What follows belongs to an exercise in optimizing a design on an open flow for small area, a short achievable clock period and few clock cycles per item; a production flow would make more cautious choices.
In this exercise RTL edits were held to simulation tests only and were not proved equivalent to the original.

==> flow/design.v <==
package ramr_pkg;
  localparam int unsigned DW = 35;
  localparam int unsigned CW = $clog2(DW);
  typedef struct packed {
    logic busy;
    logic done;
  } div_stat_t;
  typedef enum logic [3:0] {
    ST_IDLE,
    ST_GCD,
    ST_GWAIT,
    ST_RNUM,
    ST_RDEN,
    ST_STORE,
    ST_MSN0,
    ST_MSN1,
    ST_MSD,
    ST_MPN,
    ST_MPD,
    ST_OUT
  } state_e;
  typedef enum logic [1:0] {
    PH_FIRST,
    PH_SUM,
    PH_PROD
  } phase_e;
endpackage
module ramr_div (
  input  logic                              clk_i,
  input  logic                              rst_ni,
  input  logic                              start_i,
  input  logic signed [ramr_pkg::DW-1:0]    dividend_i,
  input  logic signed [ramr_pkg::DW-1:0]    divisor_i,
  output logic signed [ramr_pkg::DW-1:0]    quot_o,
  output logic signed [ramr_pkg::DW-1:0]    rem_o,
  output ramr_pkg::div_stat_t               stat_o
);
  logic [ramr_pkg::DW-1:0] rem_q, rem_d, quo_q, quo_d, dvs_q, dvs_d;
  logic [ramr_pkg::CW-1:0] cnt_q, cnt_d;
  logic          busy_q, busy_d, done_q, done_d;
  logic          qneg_q, qneg_d, rneg_q, rneg_d;
  logic [ramr_pkg::DW-1:0] shifted;
  logic [ramr_pkg::DW:0]   trial;
  assign shifted = {rem_q[ramr_pkg::DW-2:0], quo_q[ramr_pkg::DW-1]};
  assign trial   = {1'b0, shifted} - {1'b0, dvs_q};
  always_comb begin
    rem_d  = rem_q;
    quo_d  = quo_q;
    dvs_d  = dvs_q;
    cnt_d  = cnt_q;
    busy_d = busy_q;
    qneg_d = qneg_q;
    rneg_d = rneg_q;
    done_d = 1'b0;
    if (start_i) begin
      rem_d  = '0;
      quo_d  = dividend_i[ramr_pkg::DW-1] ? -dividend_i : dividend_i;
      dvs_d  = divisor_i[ramr_pkg::DW-1] ? -divisor_i : divisor_i;
      cnt_d  = '0;
      busy_d = 1'b1;
      qneg_d = dividend_i[ramr_pkg::DW-1] ^ divisor_i[ramr_pkg::DW-1];
      rneg_d = dividend_i[ramr_pkg::DW-1];
    end else if (busy_q) begin
      if (!trial[ramr_pkg::DW]) begin
        rem_d = trial[ramr_pkg::DW-1:0];
      end else begin
        rem_d = shifted;
      end
      quo_d = {quo_q[ramr_pkg::DW-2:0], ~trial[ramr_pkg::DW]};
      cnt_d = cnt_q + 1'b1;
      if (cnt_q == ramr_pkg::CW'(ramr_pkg::DW - 1)) begin
        busy_d = 1'b0;
        done_d = 1'b1;
      end
    end
  end
  always_ff @(posedge clk_i or negedge rst_ni) begin
    if (!rst_ni) begin
      busy_q <= 1'b0;
      done_q <= 1'b0;
      cnt_q  <= '0;
    end else begin
      busy_q <= busy_d;
      done_q <= done_d;
      cnt_q  <= cnt_d;
    end
  end
  always_ff @(posedge clk_i) begin
    rem_q  <= rem_d;
    quo_q  <= quo_d;
    dvs_q  <= dvs_d;
    qneg_q <= qneg_d;
    rneg_q <= rneg_d;
  end
  assign quot_o      = qneg_q ? -quo_q : quo_q;
  assign rem_o       = rneg_q ? -rem_q : rem_q;
  assign stat_o.busy = busy_q;
  assign stat_o.done = done_q;
endmodule
module rational_add_mul_reduce (
  input  logic               clk_i,
  input  logic               rst_ni,
  input  logic               in_valid_i,
  output logic               in_stall_o,
  input  logic signed [15:0] first_num_i,
  input  logic signed [15:0] first_den_i,
  input  logic signed [15:0] second_num_i,
  input  logic signed [15:0] second_den_i,
  output logic               out_valid_o,
  input  logic               out_stall_i,
  output logic signed [15:0] reduced_num_o,
  output logic signed [15:0] reduced_den_o,
  output logic signed [31:0] sum_num_o,
  output logic signed [30:0] sum_den_o,
  output logic signed [30:0] prod_num_o,
  output logic signed [30:0] prod_den_o,
  output logic               reduce_undefined_o,
  output logic               sum_undefined_o,
  output logic               prod_undefined_o
);
  ramr_pkg::state_e state_q, state_d;
  ramr_pkg::phase_e phase_q;
  logic signed [ramr_pkg::DW-1:0] m_q, n_q, num_q, den_q, t_q;
  logic signed [16:0]   rn_q, rd_q;
  logic signed [15:0]   bn_q, bd_q;
  logic                 undef_q, ua_q, us_q;
  logic signed [31:0]   sn_q;
  logic signed [30:0]   sd_q;
  logic                 out_valid_q;
  logic                 div_start;
  logic signed [ramr_pkg::DW-1:0] div_a, div_b, div_quot, div_rem;
  ramr_pkg::div_stat_t            div_stat;
  logic signed [16:0]   mul_a;
  logic signed [15:0]   mul_b;
  logic signed [32:0]   mul_p;
  logic signed [ramr_pkg::DW-1:0] mul_x;
  logic                 accept;
  assign accept = in_valid_i && (state_q == ramr_pkg::ST_IDLE);
  assign in_stall_o = (state_q != ramr_pkg::ST_IDLE);
  ramr_div u_div (
    .clk_i      (clk_i),
    .rst_ni     (rst_ni),
    .start_i    (div_start),
    .dividend_i (div_a),
    .divisor_i  (div_b),
    .quot_o     (div_quot),
    .rem_o      (div_rem),
    .stat_o     (div_stat)
  );
  assign mul_p = mul_a * mul_b;
  assign mul_x = ramr_pkg::DW'(mul_p);
  always_comb begin
    state_d = state_q;
    case (state_q)
      ramr_pkg::ST_IDLE:  if (accept) state_d = ramr_pkg::ST_GCD;
      ramr_pkg::ST_GCD: begin
        if (n_q != '0) state_d = ramr_pkg::ST_GWAIT;
        else if (m_q == '0) state_d = ramr_pkg::ST_STORE;
        else state_d = ramr_pkg::ST_RNUM;
      end
      ramr_pkg::ST_GWAIT: if (div_stat.done) state_d = ramr_pkg::ST_GCD;
      ramr_pkg::ST_RNUM:  if (div_stat.done) state_d = ramr_pkg::ST_RDEN;
      ramr_pkg::ST_RDEN:  if (div_stat.done) state_d = ramr_pkg::ST_STORE;
      ramr_pkg::ST_STORE: begin
        case (phase_q)
          ramr_pkg::PH_FIRST: state_d = ramr_pkg::ST_MSN0;
          ramr_pkg::PH_SUM:   state_d = ramr_pkg::ST_MPN;
          default:  state_d = ramr_pkg::ST_OUT;
        endcase
      end
      ramr_pkg::ST_MSN0:  state_d = ramr_pkg::ST_MSN1;
      ramr_pkg::ST_MSN1:  state_d = ramr_pkg::ST_MSD;
      ramr_pkg::ST_MSD:   state_d = ramr_pkg::ST_GCD;
      ramr_pkg::ST_MPN:   state_d = ramr_pkg::ST_MPD;
      ramr_pkg::ST_MPD:   state_d = ramr_pkg::ST_GCD;
      ramr_pkg::ST_OUT:   if (!out_valid_q || !out_stall_i) state_d = ramr_pkg::ST_IDLE;
      default:  state_d = ramr_pkg::ST_IDLE;
    endcase
  end
  always_comb begin
    div_start = 1'b0;
    div_a     = m_q;
    div_b     = n_q;
    mul_a     = rn_q;
    mul_b     = bd_q;
    case (state_q)
      ramr_pkg::ST_GCD: begin
        if (n_q != '0) begin
          div_start = 1'b1;
        end else if (m_q != '0) begin
          div_start = 1'b1;
          div_a     = num_q;
          div_b     = m_q;
        end
      end
      ramr_pkg::ST_RNUM: begin
        div_start = div_stat.done;
        div_a     = den_q;
        div_b     = m_q;
      end
      ramr_pkg::ST_MSN1: begin
        mul_a = rd_q;
        mul_b = bn_q;
      end
      ramr_pkg::ST_MSD, ramr_pkg::ST_MPD: begin
        mul_a = rd_q;
        mul_b = bd_q;
      end
      ramr_pkg::ST_MPN: begin
        mul_a = rn_q;
        mul_b = bn_q;
      end
      default: begin
        div_start = 1'b0;
      end
    endcase
  end
  always_ff @(posedge clk_i or negedge rst_ni) begin
    if (!rst_ni) begin
      state_q     <= ramr_pkg::ST_IDLE;
      phase_q     <= ramr_pkg::PH_FIRST;
      out_valid_q <= 1'b0;
    end else begin
      state_q <= state_d;
      if (accept) phase_q <= ramr_pkg::PH_FIRST;
      else if (state_q == ramr_pkg::ST_MSD) phase_q <= ramr_pkg::PH_SUM;
      else if (state_q == ramr_pkg::ST_MPD) phase_q <= ramr_pkg::PH_PROD;
      if (state_q == ramr_pkg::ST_OUT && state_d == ramr_pkg::ST_IDLE) out_valid_q <= 1'b1;
      else if (!out_stall_i) out_valid_q <= 1'b0;
    end
  end
  always_ff @(posedge clk_i) begin
    case (state_q)
      ramr_pkg::ST_IDLE: begin
        if (accept) begin
          num_q <= ramr_pkg::DW'(first_num_i);
          den_q <= ramr_pkg::DW'(first_den_i);
          m_q   <= ramr_pkg::DW'(first_num_i);
          n_q   <= ramr_pkg::DW'(first_den_i);
          bn_q  <= second_num_i;
          bd_q  <= second_den_i;
        end
      end
      ramr_pkg::ST_GCD: undef_q <= (n_q == '0) && (m_q == '0);
      ramr_pkg::ST_GWAIT: begin
        if (div_stat.done) begin
          m_q <= n_q;
          n_q <= div_rem;
        end
      end
      ramr_pkg::ST_RNUM: if (div_stat.done) num_q <= div_quot;
      ramr_pkg::ST_RDEN: if (div_stat.done) den_q <= div_quot;
      ramr_pkg::ST_STORE: begin
        case (phase_q)
          ramr_pkg::PH_FIRST: begin
            rn_q <= num_q[16:0];
            rd_q <= den_q[16:0];
            ua_q <= undef_q;
          end
          ramr_pkg::PH_SUM: begin
            sn_q <= num_q[31:0];
            sd_q <= den_q[30:0];
            us_q <= undef_q;
          end
          default: begin
            t_q <= t_q;
          end
        endcase
      end
      ramr_pkg::ST_OUT: begin
        if (!out_valid_q || !out_stall_i) begin
          reduced_num_o      <= rn_q[15:0];
          reduced_den_o      <= rd_q[15:0];
          sum_num_o          <= sn_q;
          sum_den_o          <= sd_q;
          prod_num_o         <= num_q[30:0];
          prod_den_o         <= den_q[30:0];
          reduce_undefined_o <= ua_q;
          sum_undefined_o    <= us_q;
          prod_undefined_o   <= undef_q;
        end
      end
      ramr_pkg::ST_MSN0: t_q <= mul_x;
      ramr_pkg::ST_MSN1: num_q <= t_q + mul_x;
      ramr_pkg::ST_MSD, ramr_pkg::ST_MPD: begin
        den_q <= mul_x;
        m_q   <= num_q;
        n_q   <= mul_x;
      end
      ramr_pkg::ST_MPN: num_q <= mul_x;
      default: begin
        t_q <= t_q;
      end
    endcase
  end
  assign out_valid_o = out_valid_q;
endmodule
==> flow/run.sh <==
#!/bin/bash
# synth_recipe.tcl (not shown) runs the flow's synth.tcl, then flattens the netlist and writes it again
# the make line also repeats each setting of config.mk as NAME=value (left out here)
make -C /OpenROAD-flow-scripts/flow DESIGN_CONFIG=/design/flow/config.mk WORK_HOME=/design/flow/orfs CLKGATE_MAP_FILE= SYNTH_SCRIPT=/design/flow/synth_recipe.tcl finish
==> flow/config.mk <==
export PLATFORM = sky130hd
export DESIGN_NAME = rational_add_mul_reduce
export DESIGN_NICKNAME = rational_add_mul_reduce
export VERILOG_FILES = /design/flow/design.v
export SDC_FILE = /design/flow/constraint.sdc
export NUM_CORES = 4
export LEC_CHECK = 0
export CAP_MARGIN = 20
export CORE_MARGIN = 2
export CORE_UTILIZATION = 40
export SLEW_MARGIN = 20
==> flow/constraint.sdc <==
create_clock -name core_clock -period 11.0 [get_ports {clk_i}]
set_input_delay 2.2000 -clock core_clock [delete_from_list [all_inputs] [get_ports {clk_i}]]
set_output_delay 2.2000 -clock core_clock [all_outputs]
set_load 0.01 [all_outputs]
==> flow_summary.yaml <==
synthesis:
  yosys_warnings: 2
  synth_edf_count: 537
  synth.largest_area_cell: "edfxtp_1"
  synth-async-reset-ratio_pct: 2.56
  ys_seq_area_share_pct: 44.1
  yosys-top-cells-area: "edfxtp_1, fa_1, ha_1"
  netlist_area_sq_um: 39000
  yosysUniqueCellTypes: 75
  avgSynthCellArea_sq_um: 10.9
  postSynthCellCount: 3597
  yosys_register_bits: 587
  ys.flop_type: "edfxtp_1"
  netlist.area_leader.share_pct: 41.3
  syn_nets: 4102
sta:
  final_max_slew_viol_count: 0
  slew_headroom_pct: 22.8
  grt_setup_unrepaired: "no"
  worst_clock_skew_ns: 0.0309
  finalHoldViolCount: 0
  setup-violations-final: 0
  fin_crit_ns: 10.49
  fmax_ghz: 0.0953
  period_share_pct: 95.4
  worstMarginPinSlew_ns: 1.15
  setup_tns_ns: 0
clocking:
  cts_tree: "built"
  numCtsBuffers: 67
  postCtsSetupBuffers: 0
  cts.path.max_buffers: 3
  clock-sinks: 587
  clock_latency_ns: 0.63
  htree_levels: 3
  cts_resized: 0
  clk_transition_reported_paths_ns: 0.06
  cts_hold_buf: 0
  cts_root_buf: "clkbuf_16"
floorplanning:
  core_sq_um: 96700
  io_pins: 230
  initial_core_util_pct: 40.4
  die_y_microns: 316
  rows: 114
  die_w_microns: 316
  dieArea_sq_um: 100000
finish:
  drive_gt1_share_pct: 6.78
  fin_cells: 5169
  antennaDiodeCount: 0
  nFillCells: 9008
  nets: 4346
  final_cell_mix: "edfxtp_1, inv_1, nand2_1"
  area_delta_synth_final_pct: 16.6
  final_common_cell: "edfxtp_1"
setup_path:
  required_ns: 11.36
  cp-start-kind: "flip-flop"
  crit_type: "flip-flop to flip-flop"
  crit_arrival_ns: 10.85
  cpMostUsedCell: "fa_1"
  slowest_stage: "a2111oi_1"
  critPathMaxStageDelay_ns: 0.58
  cp-end-kind: "flip-flop"
  path_max_fanout: 12
routing:
  ant_nets: 0
  viasPerCell: 5.69
  wl_microns: 125000
  dr_total_vias: 29400
  drt_iter0_drc: 3331
  first_pass_iters: 8
  wl_per_cell_microns: 24.1
  drcViolationCount: 0
global_route:
  groute.usage.overall_pct: 24.7
  grt_overflow: 0
  grt_pass1_wl_microns: 183000
  grt_pass1_vias: 28100
  grt_max_degree: 71
  antenna_found_initial: 2
place:
  gp_congestion: 0.944
  io_buffer_count: 229
  dp_hpwl_microns: 96200
  dp.cells: 5045
hold_path:
  min_path_type: "flip-flop to flip-flop"
run_status:
  status: "no timing/DRC/antenna violations"
flow_run:
  cap_violations: 0
==> layout make-up <==
class,instances,area (sq um),area share (%)
multi-input cells,2455,19900,43.8
flip-flops and latches,587,17200,37.8
repair buffers,314,2970,6.52
clock buffers,83,1780,3.91
well taps,1276,1600,3.51
inverters,416,1560,3.43
clock inverters,38,484,1.06
==> synth_stat cells (6+ instances only) <==
| cell type | n |
|---|---|
| o31ai_1 | 35 |
| a221o_1 | 34 |
| a41oi_1 | 7 |
| clkbuf_1 | 126 |
| o21ai_0 | 178 |
| nor4_1 | 9 |
| edfxtp_1 | 537 |
| nand2b_1 | 24 |
| a222oi_1 | 19 |
| o221ai_1 | 16 |
| mux2_2 | 21 |
| a21o_1 | 52 |
| a21oi_1 | 199 |
| or2_2 | 10 |
| nor2_1 | 282 |
| or4_1 | 17 |
| dfxtp_1 | 35 |
| ha_1 | 159 |
| a211o_1 | 7 |
| mux2i_1 | 87 |
| xnor2_1 | 129 |
| o211ai_1 | 43 |
| nor3_1 | 33 |
| buf_1 | 10 |
| nand2_1 | 398 |
| a22oi_1 | 46 |
| nor2b_1 | 15 |
| o41ai_1 | 12 |
| nand4_1 | 10 |
| and2_1 | 15 |
| o22ai_1 | 6 |
| a211oi_1 | 13 |
| or3_1 | 27 |
| o21bai_1 | 12 |
| xor2_1 | 94 |
| a31oi_1 | 17 |
| a221oi_1 | 12 |
| o21a_1 | 15 |
| dfrtp_1 | 15 |
| inv_1 | 415 |
| fa_1 | 278 |
| nand3_1 | 35 |
| and3_1 | 23 |
==> logic make-up after synthesis <==
group,share of synthesized area (%)
XOR/XNOR,5.00
flip-flops,44.1
multiplexers,2.84
AND/OR/NAND/NOR,10.4
adder cells (fa/ha/maj),19.4
AO/OA/AOI/OAI,12.9
buffers and inverters,5.40
==> path summary, 6_finish.rpt <==
| check | from | endpoint | slack, ns | depth (start not counted) |
|---|---|---|---|---|
| worst max register to register | state_q[0]$_DFF_PN0_ | num_q[30]$_DFFE_PP_ | 0.51 | 36 |
| worst min register to register | sn_q[20]$_DFFE_PP_ | sum_num_o[20]$_DFFE_PP_ | 0.41 | 0 |
| worst min-delay path | sn_q[20]$_DFFE_PP_ | sum_num_o[20]$_DFFE_PP_ | 0.41 | 0 |
| min in group asynchronous | rst_ni | u_div.cnt_q[5]$_DFFE_PN0P_ | 1.55 | 1 |
| max in group asynchronous | rst_ni | u_div.busy_q$_DFF_PN0_ | 9.05 | 1 |
| worst max-delay path | state_q[0]$_DFF_PN0_ | num_q[30]$_DFFE_PP_ | 0.51 | 36 |
==> registers in the layout, summed over array words and instances, names as in the netlist, 6 cells and up <==
name           flops
bd_q              16
bn_q              16
den_q             35
m_q               35
n_q               35
num_q             35
prod_den_o        31
prod_num_o        31
rd_q              17
reduced_den_o     16
reduced_num_o     16
rn_q              17
sd_q              31
sn_q              32
sum_den_o         31
sum_num_o         32
t_q               33
u_div.cnt_q        6
u_div.dvs_q       35
u_div.quo_q       35
u_div.rem_q       35
==> critical path, delay by kind of cell (launching register included) <==
kind / cells / cell delay [ns]
adders and majority gates: 8 / 3.79
DFF: 1 / 0.48
buffers and inverters: 4 / 0.37
and+or+nand+nor: 12 / 2.71
AOI/OAI and AO/OA: 10 / 2.58
xor gates and xnor gates: 2 / 0.23
==> metal layers <==
metal  part of all wire (%)  vias up  GRT usage (%)
li1                       -    13100              -
met1                     42    14700           34.7
met2                     46     1391           38.4
met3                    9.7      180           5.38
met4                    2.7        2           7.10
met5                  0.010        -              0
==> metrics by stage <==
stage	util [%]	instance area (sq um)	setup WS (ns)	hold WS, ns
floorplan	-	39000	0.551	0.400
global placement	44.6	43100	0.128	0.400
detailed placement	44.6	43200	0.0931	0.405
CTS	47.0	45400	0.0272	0.413
global route	47.1	45500	0.108	0.416
finish	47.1	45500	0.508	0.411
Testbench counts, summed over its fixed seeds: cycles 2,795,107, items 2,400.

## port drivers added, routing unchanged
In the flow no input, the clock included, has a driving cell. The finished layout below was timed again as built, in two steps. Step 1 sets driving cells, clkbuf_16 on the clock port and buf_2 on the other inputs (assumed; they add their load-dependent delay and slew). Step 2 times the ports against the registers' clock, not the clock port: input delays grow and output delays shrink by t, the midpoint of the rising clock arrivals with the driver on. a / b / c = no drivers / after step 1 / after step 2; a / b = the first two.
t, ns: 0.684
slack for setup (ns): 0.508 / 0.508 / 0.508
worst setup path after step 2: register to register
After both steps this run still meets setup and hold. For this run, drivers alone change the setup slack by 0.000 ns; drivers and shift together by 0.000 ns.
